Background: an optimization exercise with open tools, aiming at small area and a short achievable clock period. Do not read the settings as production practice. At most, simulation tests tie the RTL to the original design; equivalence was not proved. The clock port is modelled as an ideal driver; clocking choices that lean on that would not hold on a real chip. Power is estimated from default activity; no workload was simulated.

## v16
==> flow/design.v <==
`default_nettype none
package video_pkg;
	localparam int H_TOTAL  = 24;  
	localparam int H_SYNC   = 2;   
	localparam int H_BPORCH = 4;   
	localparam int H_RES    = 16;  
	localparam int V_TOTAL  = 8;   
	localparam int V_SYNC   = 1;   
	localparam int V_BPORCH = 2;   
	localparam int V_RES    = 4;   
	localparam logic HS_POL = 1'b1;
	localparam logic VS_POL = 1'b1;
	localparam int ALIGN_DEPTH = 2;
	localparam int CNT_W = 5;
	typedef enum logic [1:0] {
		PH_SYNC,    
		PH_BPORCH,  
		PH_ACTIVE,  
		PH_FPORCH   
	} line_phase_t;
	typedef struct packed {
		logic [7:0] r;
		logic [7:0] g;
		logic [7:0] b;
	} rgb888_t;
endpackage
`default_nettype wire
`default_nettype none
package buffer_pkg;
	typedef struct packed {
		logic [4:0] r;  
		logic [5:0] g;  
		logic [4:0] b;  
	} rgb565_t;
	localparam int FIFO_DEPTH = 64;  
	localparam int FIFO_AW    = 6;   
endpackage
`default_nettype wire
`timescale 1ns/1ps
`default_nettype none
module video_top (
	input  wire        I_clk,
	input  wire        rst_n1,
	input  wire        de_in,
	input  wire        vs_n_in,    
	input  wire  [7:0] r_in,
	input  wire  [7:0] g_in,
	input  wire  [7:0] b_in,
	output logic       de_out,
	output logic       hs_out,
	output logic       vs_out,
	output logic [7:0] r_out,
	output logic [7:0] g_out,
	output logic [7:0] b_out,
	output logic       overflow,   
	output logic       underflow   
);
	logic        vs_n_d;
	logic        armed;
	logic        wr_en;
	logic [15:0] wr_pixel;
	logic        frame_start;
	assign frame_start = vs_n_d & ~vs_n_in;
	always_ff @(posedge I_clk or negedge rst_n1)
	begin
		if (!rst_n1)
		begin
			vs_n_d <= 1'b1;
			armed  <= 1'b0;
			wr_en  <= 1'b0;
		end
		else
		begin
			vs_n_d <= vs_n_in;
			if (frame_start)
				armed <= 1'b1;
			wr_en <= de_in & (armed | frame_start);
		end
	end
	always_ff @(posedge I_clk)
		wr_pixel <= {r_in[7:3], g_in[7:2], b_in[7:3]};
	logic [4:0] h;
	logic [2:0] v;
	logic       rd_en;    
	logic       h_last;
	logic       v_act;
	assign h_last = (h == 5'd23);
	assign v_act  = (v >= 3'd3) && (v < 3'd7);
	always_ff @(posedge I_clk or negedge rst_n1)
	begin
		if (!rst_n1)
		begin
			h      <= 5'd22;  
			v      <= 3'd7;
			rd_en  <= 1'b0;
			de_out <= 1'b0;
			hs_out <= 1'b0;
			vs_out <= 1'b0;
		end
		else
		begin
			h      <= h_last ? 5'd0 : h + 5'd1;
			if (h_last)
				v <= v + 3'd1;  
			rd_en  <= (h >= 5'd4) && (h < 5'd20) && v_act;
			de_out <= (h >= 5'd6) && (h < 5'd22) && v_act;
			hs_out <= (h < 5'd2);
			vs_out <= (v == 3'd0);
		end
	end
	logic [15:0] mem [0:63];
	logic [5:0]  wr_ptr;
	logic [6:0]  count;
	logic        empty;
	logic        full;
	logic        wr_ok;
	logic        rd_ok;
	logic [7:0]  rc;    
	logic [7:0]  rr;    
	logic        blk;   
	assign full  = count[6];
	assign wr_ok = wr_en & ~full;
	assign rd_ok = rd_en & ~empty;
	always_ff @(posedge I_clk or negedge rst_n1)
	begin
		if (!rst_n1)
		begin
			wr_ptr    <= '0;
			count     <= '0;
			empty     <= 1'b1;
			rc        <= 8'h80;  
			rr        <= 8'h80;
			overflow  <= 1'b0;
			underflow <= 1'b0;
		end
		else
		begin
			if (wr_ok)
				wr_ptr <= wr_ptr + 6'd1;
			if (wr_ok & ~rd_ok)
				count <= count + 7'd1;
			else if (rd_ok & ~wr_ok)
				count <= count - 7'd1;
			empty <= (empty & ~wr_ok) | ((count == 7'd1) & rd_ok & ~wr_ok);
			if (rd_ok)
			begin
				rc <= {rc[6:0], rc[7]};
				if (rc[7])
					rr <= {rr[6:0], rr[7]};
			end
			if (wr_en & full)
				overflow <= 1'b1;
			if (rd_en & empty)
				underflow <= 1'b1;
		end
	end
	always_ff @(posedge I_clk)
	begin
		if (wr_ok)
			mem[wr_ptr] <= wr_pixel;
		blk <= empty;
	end
	logic [15:0] rd_data;
	logic [15:0] row_data [0:7];
	always_comb
	begin
		for (int i = 0; i < 8; i++)
		begin
			row_data[i] = '0;
			for (int j = 0; j < 8; j++)
				row_data[i] = row_data[i] | (mem[8*i+j] & {16{rc[j]}});
		end
		rd_data = '0;
		for (int i = 0; i < 8; i++)
			rd_data = rd_data | (row_data[i] & {16{rr[i] & ~blk}});
	end
	logic [15:0] pix_q;
	always_ff @(posedge I_clk)
		pix_q <= rd_data;
	assign r_out = {pix_q[15:11], 3'b000};
	assign g_out = {pix_q[10:5], 2'b00};
	assign b_out = {pix_q[4:0], 3'b000};
endmodule
`default_nettype wire
make LEC_CHECK=0 CAP_MARGIN=20 CORE_MARGIN=2 CORE_UTILIZATION=40 SETUP_SLACK_MARGIN=2.3 SLEW_MARGIN=20 finish   # period 4.0 ns
run.sh (not shown) runs the stock make flow with config.mk's settings and CLKGATE_MAP_FILE= SYNTH_SCRIPT=/design/flow/synth_recipe.tcl, a recipe that flattens the netlist after the stock synthesis.
Input-level comparison between v14 and v16:
Settings: SETUP_SLACK_MARGIN no longer set, was 2.3.
- On minimum clock period after layout: v14 sits above v16.
- v14 vs. v16: setup slack went down, global-route wire length before repair fell about 16%, switching power as a share of total power shows a reduction of 1.6 points.


Another version of the RTL of video_top (not shown whole).
Size in the first run: ~3700 cells after synthesis, about 1200 flip-flops, about 57 I/O pins, about 0.039 mm² of cells after synthesis.
==> flow/config.mk <==
export PLATFORM = sky130hd
export DESIGN_NAME = video_top
export DESIGN_NICKNAME = video_top
export VERILOG_FILES = /design/flow/design.v
export SDC_FILE = /design/flow/constraint.sdc
export NUM_CORES = 4
export LEC_CHECK = 0
export CAP_MARGIN = 20
export CORE_MARGIN = 2
export CORE_UTILIZATION = 60
export CTS_CLUSTER_DIAMETER = 100
export CTS_CLUSTER_SIZE = 25
export SETUP_SLACK_MARGIN = 2.35
export SLEW_MARGIN = 20
==> flow/constraint.sdc <==
create_clock -name core_clock -period 4.0 [get_ports {I_clk}]
set_input_delay 0.8000 -clock core_clock [delete_from_list [all_inputs] [get_ports {I_clk}]]
set_output_delay 0.8000 -clock core_clock [all_outputs]
set_load 0.01 [all_outputs]
standard.sh (not shown) runs the stock make flow with config.mk's settings and CLKGATE_MAP_FILE= SYNTH_SCRIPT=/design/flow/synth_recipe.tcl, a recipe that flattens the netlist after the stock synthesis.
==> flow/flow/run.sh <==
#!/bin/bash
# Standard layout, except that the clock port drives the first level of the
# clock tree directly: after CTS the root buffer CTS puts at the port (which
# drives only the few buffers of the next level) is removed and those
# buffers are connected to the port net. Every register keeps the same
# number of buffer levels from the port, so the tree stays balanced.
set -euo pipefail
here=$(pwd)
res=$here/orfs/results/$FLOW_PLATFORM/video_top/base
bash standard.sh synth > $here/make_synth.log 2>&1
bash standard.sh floorplan place cts > $here/make_place_cts.log 2>&1
FLOW_RES=$res openroad -no_init -exit $here/flow/rootfix.tcl > $here/rootfix.log 2>&1
bash standard.sh finish > $here/make_finish.log 2>&1
Other scripts of this flow, unchanged in this note and not shown: flow/flow/rootfix.tcl
The baseline passed the timing, DRC and antenna checks.
Edit:
SETUP_SLACK_MARGIN = 2.15   (was 2.35)
Power drops by 1.9%.
Worst hold slack gets better by 0.041 ns.
Global-route usage falls by 2.2 points.
Setup slack is about the same.
Critical path depth climbs by 4.
Edit:
SETUP_SLACK_MARGIN = 2.25   (was 2.15)
Outcome: Count of clock-buffer cells in the layout falls by 1. Core utilization rises by 0.90 points. Via count rises slightly. First-iteration DRC count falls slightly. Setup slack gains 0.038 ns. Combinational power rises by a few percent. Final area rises slightly.


video_top again, from the RTL that the note above started with.
clock: 4.0 ns
lec_check: 0
cap_margin: 20
core_margin: 2
core_utilization: 60
cts_cluster_diameter: 100
cts_cluster_size: 25
setup_slack_margin: 2.15
slew_margin: 20
==> flow/flow/rootfix.tcl <==
set res $::env(FLOW_RES)
read_db $res/4_cts.odb
set block [ord::get_db_block]
set clk [$block findBTerm I_clk]
set inet [$clk getNet]
set loads {}
foreach it [$inet getITerms] { lappend loads $it }
if {[llength $loads] != 1} {
  puts "rootfix: port net has [llength $loads] loads, left as is"
  exit 0
}
set root [[lindex $loads 0] getInst]
set master [[$root getMaster] getName]
if {![string match "sky130_fd_sc_hd__clkbuf_*" $master]} {
  puts "rootfix: port load $master is not a clock buffer, left as is"
  exit 0
}
set onet ""
foreach it [$root getITerms] {
  if {[$it isOutputSignal]} { set onet [$it getNet] }
}
set sinks {}
foreach it [$onet getITerms] {
  if {[$it isInputSignal]} { lappend sinks $it }
}
if {[llength $sinks] > 4} {
  puts "rootfix: root drives [llength $sinks] pins, left as is"
  exit 0
}
foreach it $sinks {
  set m [[[$it getInst] getMaster] getName]
  if {![string match "sky130_fd_sc_hd__clkbuf_*" $m]} {
    puts "rootfix: root drives $m, left as is"
    exit 0
  }
}
puts "rootfix: removing [$root getName] ($master), port now drives [llength $sinks] buffers"
foreach it $sinks {
  $it disconnect
  $it connect $inet
}
odb::dbInst_destroy $root
odb::dbNet_destroy $onet
write_db $res/4_cts.odb
Scripts as last shown in full above: flow/flow/run.sh
==> next run, changes <==
==> flow/run.sh (new file) <==
#!/bin/bash
# synth_recipe.tcl (not shown) runs the flow's synth.tcl, then flattens the netlist and writes it again
# the make line also repeats each setting of config.mk as NAME=value (left out here)
make -C /OpenROAD-flow-scripts/flow DESIGN_CONFIG=/design/flow/config.mk WORK_HOME=/design/flow/orfs CLKGATE_MAP_FILE= SYNTH_SCRIPT=/design/flow/synth_recipe.tcl finish
Settings changed: SETUP_SLACK_MARGIN 2.15 to 2.0.
removed: flow/flow/run.sh
removed: flow/flow/rootfix.tcl
removed: flow/standard.sh
The changed run finished with timing, DRC and antenna clean.
Worst setup slack got worse by 0.14 ns.
Non-clock buffer count goes down by 58.
Final cell count goes down by 1.3%.
Total power goes up by 0.72%.
Count of clock-buffer cells in the layout stays the same.
Register-to-register slack got worse by 0.14 ns.
Synthesized area is unchanged.
Final area goes down by 3.3%.
Sequential cell count does not change.
Routed wire length goes down by 3.9%.
==> next run, changes <==
Settings changed: SETUP_SLACK_MARGIN 2.0 to 2.35.
Outcome:
- area after synthesis does not change
- power rises by 2.5%
- synthesized cell count does not change
- wire length rises by 14%
- sequential share of layout area falls by 6.4 points
- via count rises by 7.8%
- sequential power hardly moves
- setup slack is better by 0.046 ns
- cell area rises by 12%
- hold slack is better by 0.11 ns
==> next run, changes <==
==> flow/flow/run.sh (new file) <==
#!/bin/bash
# Standard layout, except that the clock port drives the first level of the
# clock tree directly: after CTS the root buffer CTS puts at the port (which
# drives only the few buffers of the next level) is removed and those
# buffers are connected to the port net. Every register keeps the same
# number of buffer levels from the port, so the tree stays balanced.
set -euo pipefail
here=$(pwd)
res=$here/orfs/results/$FLOW_PLATFORM/video_top/base
bash standard.sh synth > $here/make_synth.log 2>&1
bash standard.sh floorplan place cts > $here/make_place_cts.log 2>&1
FLOW_RES=$res openroad -no_init -exit $here/flow/rootfix.tcl > $here/rootfix.log 2>&1
bash standard.sh finish > $here/make_finish.log 2>&1
==> flow/flow/rootfix.tcl (new file) <==
set res $::env(FLOW_RES)
read_db $res/4_cts.odb
set block [ord::get_db_block]
set clk [$block findBTerm I_clk]
set inet [$clk getNet]
set loads {}
foreach it [$inet getITerms] { lappend loads $it }
if {[llength $loads] != 1} {
  puts "rootfix: port net has [llength $loads] loads, left as is"
  exit 0
}
set root [[lindex $loads 0] getInst]
set master [[$root getMaster] getName]
if {![string match "sky130_fd_sc_hd__clkbuf_*" $master]} {
  puts "rootfix: port load $master is not a clock buffer, left as is"
  exit 0
}
set onet ""
foreach it [$root getITerms] {
  if {[$it isOutputSignal]} { set onet [$it getNet] }
}
set sinks {}
foreach it [$onet getITerms] {
  if {[$it isInputSignal]} { lappend sinks $it }
}
if {[llength $sinks] > 4} {
  puts "rootfix: root drives [llength $sinks] pins, left as is"
  exit 0
}
foreach it $sinks {
  set m [[[$it getInst] getMaster] getName]
  if {![string match "sky130_fd_sc_hd__clkbuf_*" $m]} {
    puts "rootfix: root drives $m, left as is"
    exit 0
  }
}
puts "rootfix: removing [$root getName] ($master), port now drives [llength $sinks] buffers"
foreach it $sinks {
  $it disconnect
  $it connect $inet
}
odb::dbInst_destroy $root
odb::dbNet_destroy $onet
write_db $res/4_cts.odb
==> flow/standard.sh (new file) <==
#!/bin/bash
# synth_recipe.tcl (not shown) runs the flow's synth.tcl, then flattens the netlist and writes it again
# the make line also repeats each setting of config.mk as NAME=value (left out here)
make -C /OpenROAD-flow-scripts/flow DESIGN_CONFIG=/design/flow/config.mk WORK_HOME=/design/flow/orfs CLKGATE_MAP_FILE= SYNTH_SCRIPT=/design/flow/synth_recipe.tcl "${@:-finish}"
Settings changed: SETUP_SLACK_MARGIN 2.35 to 2.3.
removed: flow/run.sh
=> Global-route usage is lower by 0.65 points. Total power is lower by a few percent. Sequential power stays flat. Non-clock buffer count is lower by 41. Hold slack improves by 0.10 ns. Area after synthesis is unchanged. Wire length is lower by a few percent. First-iteration DRC count is lower by a few percent. Final area is lower by a few percent. Core utilization is lower by 1.6 points. Count of clock-buffer cells in the layout is lower by 1.
==> next run, changes <==
==> flow/run.sh (new file) <==
#!/bin/bash
# synth_recipe.tcl (not shown) runs the flow's synth.tcl, then flattens the netlist and writes it again
# the make line also repeats each setting of config.mk as NAME=value (left out here)
make -C /OpenROAD-flow-scripts/flow DESIGN_CONFIG=/design/flow/config.mk WORK_HOME=/design/flow/orfs CLKGATE_MAP_FILE= SYNTH_SCRIPT=/design/flow/synth_recipe.tcl finish
Settings changed: CORE_UTILIZATION 60 to 55, PLACE_DENSITY set to 0.72, SETUP_SLACK_MARGIN 2.3 to 2.0.
removed: flow/flow/run.sh
removed: flow/flow/rootfix.tcl
removed: flow/standard.sh
Power came out lower by 0.44%. Final cell count came out lower by 2.2%. Routed wire length came out lower by 13%. Sequential power is about the same.


Another version of the RTL of video_top (not shown whole).
Size in the first run: roughly 3600 cells after synthesis, roughly 1200 flip-flops, about 57 I/O pins.
export LEC_CHECK = 0
export CAP_MARGIN = 20
export CORE_MARGIN = 2
export CORE_UTILIZATION = 75
export CTS_CLUSTER_DIAMETER = 100
export CTS_CLUSTER_SIZE = 25
export SETUP_SLACK_MARGIN = 2.0
export SLEW_MARGIN = 20
create_clock -name core_clock -period 4.0 [get_ports {I_clk}]
run.sh (not shown) runs the stock make flow with config.mk's settings and CLKGATE_MAP_FILE= SYNTH_SCRIPT=/design/flow/synth_recipe.tcl, a recipe that flattens the netlist after the stock synthesis.
Stock flow here: none of the scripts above is used.
The starting point ran to the end with no violations.
Edit:
CORE_UTILIZATION = 60   (was 75)
Outcome: The changed run passed the timing, DRC and antenna checks; final cell count rises by a few percent; hold slack is better by 110 ps; synthesized area does not change; worst setup slack is better by 73 ps; clock-buffer cell count falls by 6; sequential share of layout area falls by 0.73 points; wire length rises by a few percent; final area rises slightly; via count falls by a few percent.


Another version of the RTL of video_top (not shown whole).
For scale: about 3600 cells after synthesis, about 1100 flip-flops, roughly 57 I/O pins.
make LEC_CHECK=0 CAP_MARGIN=20 CORE_MARGIN=2 CORE_UTILIZATION=60 CTS_CLUSTER_DIAMETER=100 CTS_CLUSTER_SIZE=25 SETUP_SLACK_MARGIN=2.2 SLEW_MARGIN=20 finish   # period 4.0 ns
Then changed:
Settings changed: SETUP_SLACK_MARGIN 2.2 to 2.0.
After rerunning:
- The new run completed without violations
- worst setup slack got worse by 50 ps
- design area is lower by 5.1%
- die area does not change
- global-route usage fell by 2.1 points
- first-iteration DRC count went down by about 4%
- clock power barely changes
No run of this note included a check of the RTL's function; only the layout flow was run.

==> port drivers added, routing unchanged <==
The flow's constraints put no driver on any port. The routed layouts listed below were extracted and timed again, unchanged, in two steps.
Step 1: set_driving_cell puts a clkbuf_16 on I_clk and a buf_2 on each other input, an assumption about the parent block.
Step 2 adds t to the input delays and takes it off the output delays; t is the mean of the earliest and latest rising clock arrival at the registers after step 1. Input paths then give back, and output paths get back, about the clock's delay inside the block.
a / b / c = ideal / step 1 / step 2; a / b = the first two.
| run | t (ns) | setup slack, ns | hold slack, ns | worst setup path at the end | worst register clock-pin slew, ns | pins driven straight from the clock port |
|---|---|---|---|---|---|---|
| v16 | 0.735 | 1.783 / 1.783 / 1.783 | 0.160 / 0.117 / 0.427 | register to register | 0.07 / 0.07 | 1 |
| v14 | 0.721 | 1.283 / 1.283 / 1.283 | 0.162 / 0.124 / 0.451 | register to register | 0.06 / 0.06 | 1 |
| the first run of note 2 | 0.694 | 2.178 / 2.040 / 1.878 | 0.334 / 0.222 / 0.411 | input to register | 0.11 / 0.11 | 4 |
| the second run of note 2 | 0.690 | 2.179 / 2.085 / 1.695 | 0.375 / 0.268 / 0.412 | input to register | 0.10 / 0.10 | 4 |
| the third run of note 2 | 0.683 | 2.216 / 2.083 / 1.814 | 0.411 / 0.320 / 0.411 | input to register | 0.11 / 0.11 | 4 |
| the first run of note 3 | 0.574 | 2.097 / 2.070 / 1.795 | 0.374 / 0.266 / 0.411 | input to register | 0.10 / 0.10 | 4 |
| the second run of note 3 | 0.711 | 1.961 / 1.937 / 1.800 | 0.033 / -0.005 / 0.411 | input to register | 0.11 / 0.11 | 1 |
| the third run of note 3 | 0.712 | 2.007 / 1.941 / 1.808 | 0.144 / 0.105 / 0.412 | input to register | 0.10 / 0.10 | 1 |
| the fourth run of note 3 | 0.584 | 2.166 / 2.076 / 1.903 | 0.245 / 0.139 / 0.412 | input to register | 0.11 / 0.11 | 4 |
| the fifth run of note 3 | 0.712 | 1.920 / 1.920 / 1.920 | 0.258 / 0.216 / 0.412 | register to register | 0.10 / 0.10 | 1 |
| the first run of note 4 | 0.704 | 1.852 / 1.852 / 1.720 | 0.153 / 0.114 / 0.413 | input to register | 0.10 / 0.10 | 1 |
| the second run of note 4 | 0.702 | 1.925 / 1.925 / 1.925 | 0.262 / 0.223 / 0.411 | register to register | 0.11 / 0.11 | 1 |
| the first run of note 5 | 0.710 | 1.908 / 1.908 / 1.837 | 0.084 / 0.039 / 0.412 | input to register | 0.11 / 0.11 | 1 |
| the second run of note 5 | 0.706 | 1.858 / 1.858 / 1.858 | 0.174 / 0.146 / 0.411 | register to register | 0.11 / 0.11 | 1 |
After both steps setup and hold are still met in every run listed. The setup slack of the second run of note 2, which loses most, moves by -0.094 ns with the drivers and by -0.484 ns with both steps.
